Context: an optimization exercise on an open-source flow, tuned for small area. The choices shown serve that exercise and are no tape-out recipe.
At most, simulation tests tie the RTL to the original design; equivalence was not proved.
No activity file was given, so power comes from the tool's default toggle rates.

==> flow/design.v (excerpt) <==
module regfile_scoreboard
#(
    parameter int XLEN   = rv_pkg::XLEN_DEF,
    parameter int NREGS  = rv_pkg::NREGS_DEF,
    parameter int NUM_RD = 2,
    parameter bit BYPASS = 1'b1
) (
    input  logic                            clk,
    input  logic                            rst_n,
    input  logic [NUM_RD*$clog2(NREGS)-1:0] rs_addr,
    output logic [NUM_RD*XLEN-1:0]          rs_data,
    output logic [NUM_RD-1:0]               rs_busy,
    input  logic                            issue_valid,
    input  logic [$clog2(NREGS)-1:0]        issue_rd,
    input  logic                            wb_valid,
    input  logic [$clog2(NREGS)-1:0]        wb_rd,
    input  logic [XLEN-1:0]                 wb_data,
    input  logic                            flush,
    output logic [NREGS-1:0]                busy_vec
);
Size in the first run: about 3,500 cells after synthesis, about 160 I/O pins.
Settings: LEC_CHECK=0, CAP_MARGIN=20, CORE_MARGIN=2, CORE_UTILIZATION=50, CTS_BUF_LIST=sky130_fd_sc_hd__clkbuf_4 sky130_fd_sc_hd__clkbuf_8, GPL_TIMING_DRIVEN=0, SETUP_SLACK_MARGIN=0, SLEW_MARGIN=20, SYNTH_HIERARCHICAL=1, SYNTH_MINIMUM_KEEP_SIZE=0; clock period 4.2 ns.
run.sh (not shown) runs the stock make flow with config.mk's settings and CLKGATE_MAP_FILE= SYNTH_SCRIPT=/design/flow/synth_recipe.tcl, a recipe that flattens the netlist after the stock synthesis.
The first run reached the layout checks and failed them: setup timing.
Then changed:
Settings changed: GPL_TIMING_DRIVEN 0 to not set.
Result: The changed run finished but fails on setup timing; routed wire length goes up slightly; non-clock buffer count rose by 303; worst hold slack improved by 0.43 ns; count of clock-buffer cells in the layout falls by 6; worst setup slack gains 0.16 ns; die area does not change; sequential power hardly moves; clock skew stays the same.
Then changed:
==> flow/flow/run.sh (new file) <==
#!/bin/bash
# Standard ORFS layout with two changes: ports buffered with buf_2 cells
# instead of delay cells, and CTS without dummy loads. Each step's output
# goes to its own log here.
set -euo pipefail
bash standard.sh synth > synth.log 2>&1
bash standard.sh \
  'BUFFER_PORTS_ARGS=-buffer_cell sky130_fd_sc_hd__buf_2' \
  'CTS_ARGS=-sink_clustering_enable -repair_clock_nets -dont_use_dummy_load -sink_clustering_size 16 -sink_clustering_max_diameter 50 -buf_list {sky130_fd_sc_hd__clkbuf_8}' \
  finish > layout.log 2>&1
==> flow/standard.sh (new file) <==
#!/bin/bash
# synth_recipe.tcl (not shown) runs the flow's synth.tcl, then flattens the netlist and writes it again
# the make line also repeats each setting of config.mk as NAME=value (left out here)
make -C /OpenROAD-flow-scripts/flow DESIGN_CONFIG=/design/flow/config.mk WORK_HOME=/design/flow/orfs CLKGATE_MAP_FILE= SYNTH_SCRIPT=/design/flow/synth_recipe.tcl "${@:-finish}"
Settings changed: CTS_BUF_LIST sky130_fd_sc_hd__clkbuf_4 sky130_fd_sc_hd__clkbuf_8 to not set, SETUP_SLACK_MARGIN 0 to 0.2.
removed: flow/run.sh
With this change the flow produced a clean layout.
Final cell count falls by 8.8%.
Synthesized cell count is unchanged.
Register-to-register slack gets worse by 0.13 ns.
Function was not checked in any run of this note: the RTL went through the layout flow alone.

========
## build 9
Another version of the RTL of regfile_scoreboard (not shown whole).
Size in the first run: ~3,500 cells after synthesis, about 160 I/O pins.
Design regfile_scoreboard, start of the top module:
module regfile_scoreboard
#(
    parameter int XLEN   = rv_pkg::XLEN_DEF,
    parameter int NREGS  = rv_pkg::NREGS_DEF,
    parameter int NUM_RD = 2,
    parameter bit BYPASS = 1'b1
) (
    input  logic                            clk,
    input  logic                            rst_n,
    input  logic [NUM_RD*$clog2(NREGS)-1:0] rs_addr,
    output logic [NUM_RD*XLEN-1:0]          rs_data,
    output logic [NUM_RD-1:0]               rs_busy,
    input  logic                            issue_valid,
    input  logic [$clog2(NREGS)-1:0]        issue_rd,
    input  logic                            wb_valid,
    input  logic [$clog2(NREGS)-1:0]        wb_rd,
    input  logic [XLEN-1:0]                 wb_data,
    input  logic                            flush,
    output logic [NREGS-1:0]                busy_vec
);
clock: 4.2 ns
lec_check: 0
cap_margin: 20
core_margin: 2
core_utilization: 60
setup_slack_margin: 0.15
slew_margin: 20
synth_hierarchical: 1
synth_minimum_keep_size: 0
standard.sh (not shown) runs the stock make flow with config.mk's settings and CLKGATE_MAP_FILE= SYNTH_SCRIPT=/design/flow/synth_recipe.tcl, a recipe that flattens the netlist after the stock synthesis.
==> flow/flow/run.sh <==
#!/bin/bash
# Standard ORFS layout with two changes: ports buffered with buf_2 cells
# instead of delay cells, and CTS without dummy loads. Each step's output
# goes to its own log here.
set -euo pipefail
bash standard.sh synth > synth.log 2>&1
bash standard.sh \
  'BUFFER_PORTS_ARGS=-buffer_cell sky130_fd_sc_hd__buf_2' \
  'CTS_ARGS=-sink_clustering_enable -repair_clock_nets -dont_use_dummy_load -sink_clustering_size 18 -sink_clustering_max_diameter 60 -buf_list {sky130_fd_sc_hd__clkbuf_8}' \
  finish > layout.log 2>&1
In build 9 the implementation ran to completion but is not tape-out ready, as the final checks report setup timing.
Edits applied to the flow inputs when going from build 9 to build 93:
Settings: swapping 60 for 55 in CORE_UTILIZATION.
[compare] base=build 9 new=build 93: cell count neither gained nor lost much; routed wire length lower; overall routing resource usage now sits lower. Diff build 9 -> build 93: switching power summed over all nets now sits higher; post-route fraction of the period consumed by the critical path decreased by 3.4 points relative to the old numbers; total power +0.60%. Build 93 against build 9: power share of the clock group rose 0.7 points, final period demand of the worst path fell 0.14 ns, violation count after the first detailed-route iteration fell about 21%. Of build 9 and build 93, the lower post-synthesis to final-layout area growth belongs to build 93. Apart from build 9, each of build 9 and build 93 ends the flow with a layout that passes the timing, design-rule and antenna checks. Completing all stages was not enough for build 9: its layout failed the final checks because of setup timing.
Inputs modified between build 93 and build 54:
Settings: CORE_UTILIZATION: 55 -> 50; SETUP_SLACK_MARGIN: 0.15 -> 0.2.
-- flow/flow/run.sh --
<<< build 93, line 9
  'CTS_ARGS=-sink_clustering_enable -repair_clock_nets -dont_use_dummy_load -sink_clustering_size 18 -sink_clustering_max_diameter 60 -buf_list {sky130_fd_sc_hd__clkbuf_8}' \
>>> build 54, line 9
  'CTS_ARGS=-sink_clustering_enable -repair_clock_nets -dont_use_dummy_load -sink_clustering_size 16 -sink_clustering_max_diameter 50 -buf_list {sky130_fd_sc_hd__clkbuf_8}' \
Findings:
On number of max-cap violations, build 93 and build 54 are neck and neck. Global-route wire length before repair of build 54 exceeds that of build 93 by a few percent. Re number of inserted diodes: build 54 is 1 up on build 93. Total instance count after detailed placement: build 93 and build 54 compared, lower one is build 93. Against build 93, final worst slack in build 54 came out better. Build 54: final area higher than build 93. In the flow results for build 93 and build 54, the delay of the slowest cell on the worst path is larger on build 93. The switching fraction of total power on build 54 is in line with that on build 93.

## re-timing with driven ports
Ports are ideal in the flow. The routed layouts listed here were re-timed in OpenROAD. Step 1 sets driving cells, clkbuf_16 on the clock port and buf_2 on the other inputs (assumed; they add their load-dependent delay and slew). Step 2 adds t to the input delays and takes it off the output delays; t is the mean of the earliest and latest rising clock arrival at the registers after step 1. Input paths then give back, and output paths get back, about the clock's delay inside the block. Three values: ideal ports, drivers, drivers and shift; two values: the first two.
run	t (ns)	slack for setup (ns)	worst slew at a driven data input, ns
the first run of note 1	0.940	-0.208 / -0.242 / -0.242	0.06
the second run of note 1	0.918	-0.050 / -0.082 / -0.082	0.20
the third run of note 1	0.838	0.122 / 0.078 / 0.078	0.19
build 9	0.771	-0.073 / -0.103 / -0.103	0.12
build 93	0.783	0.072 / 0.050 / 0.050	0.14
build 54	0.838	0.122 / 0.078 / 0.078	0.19
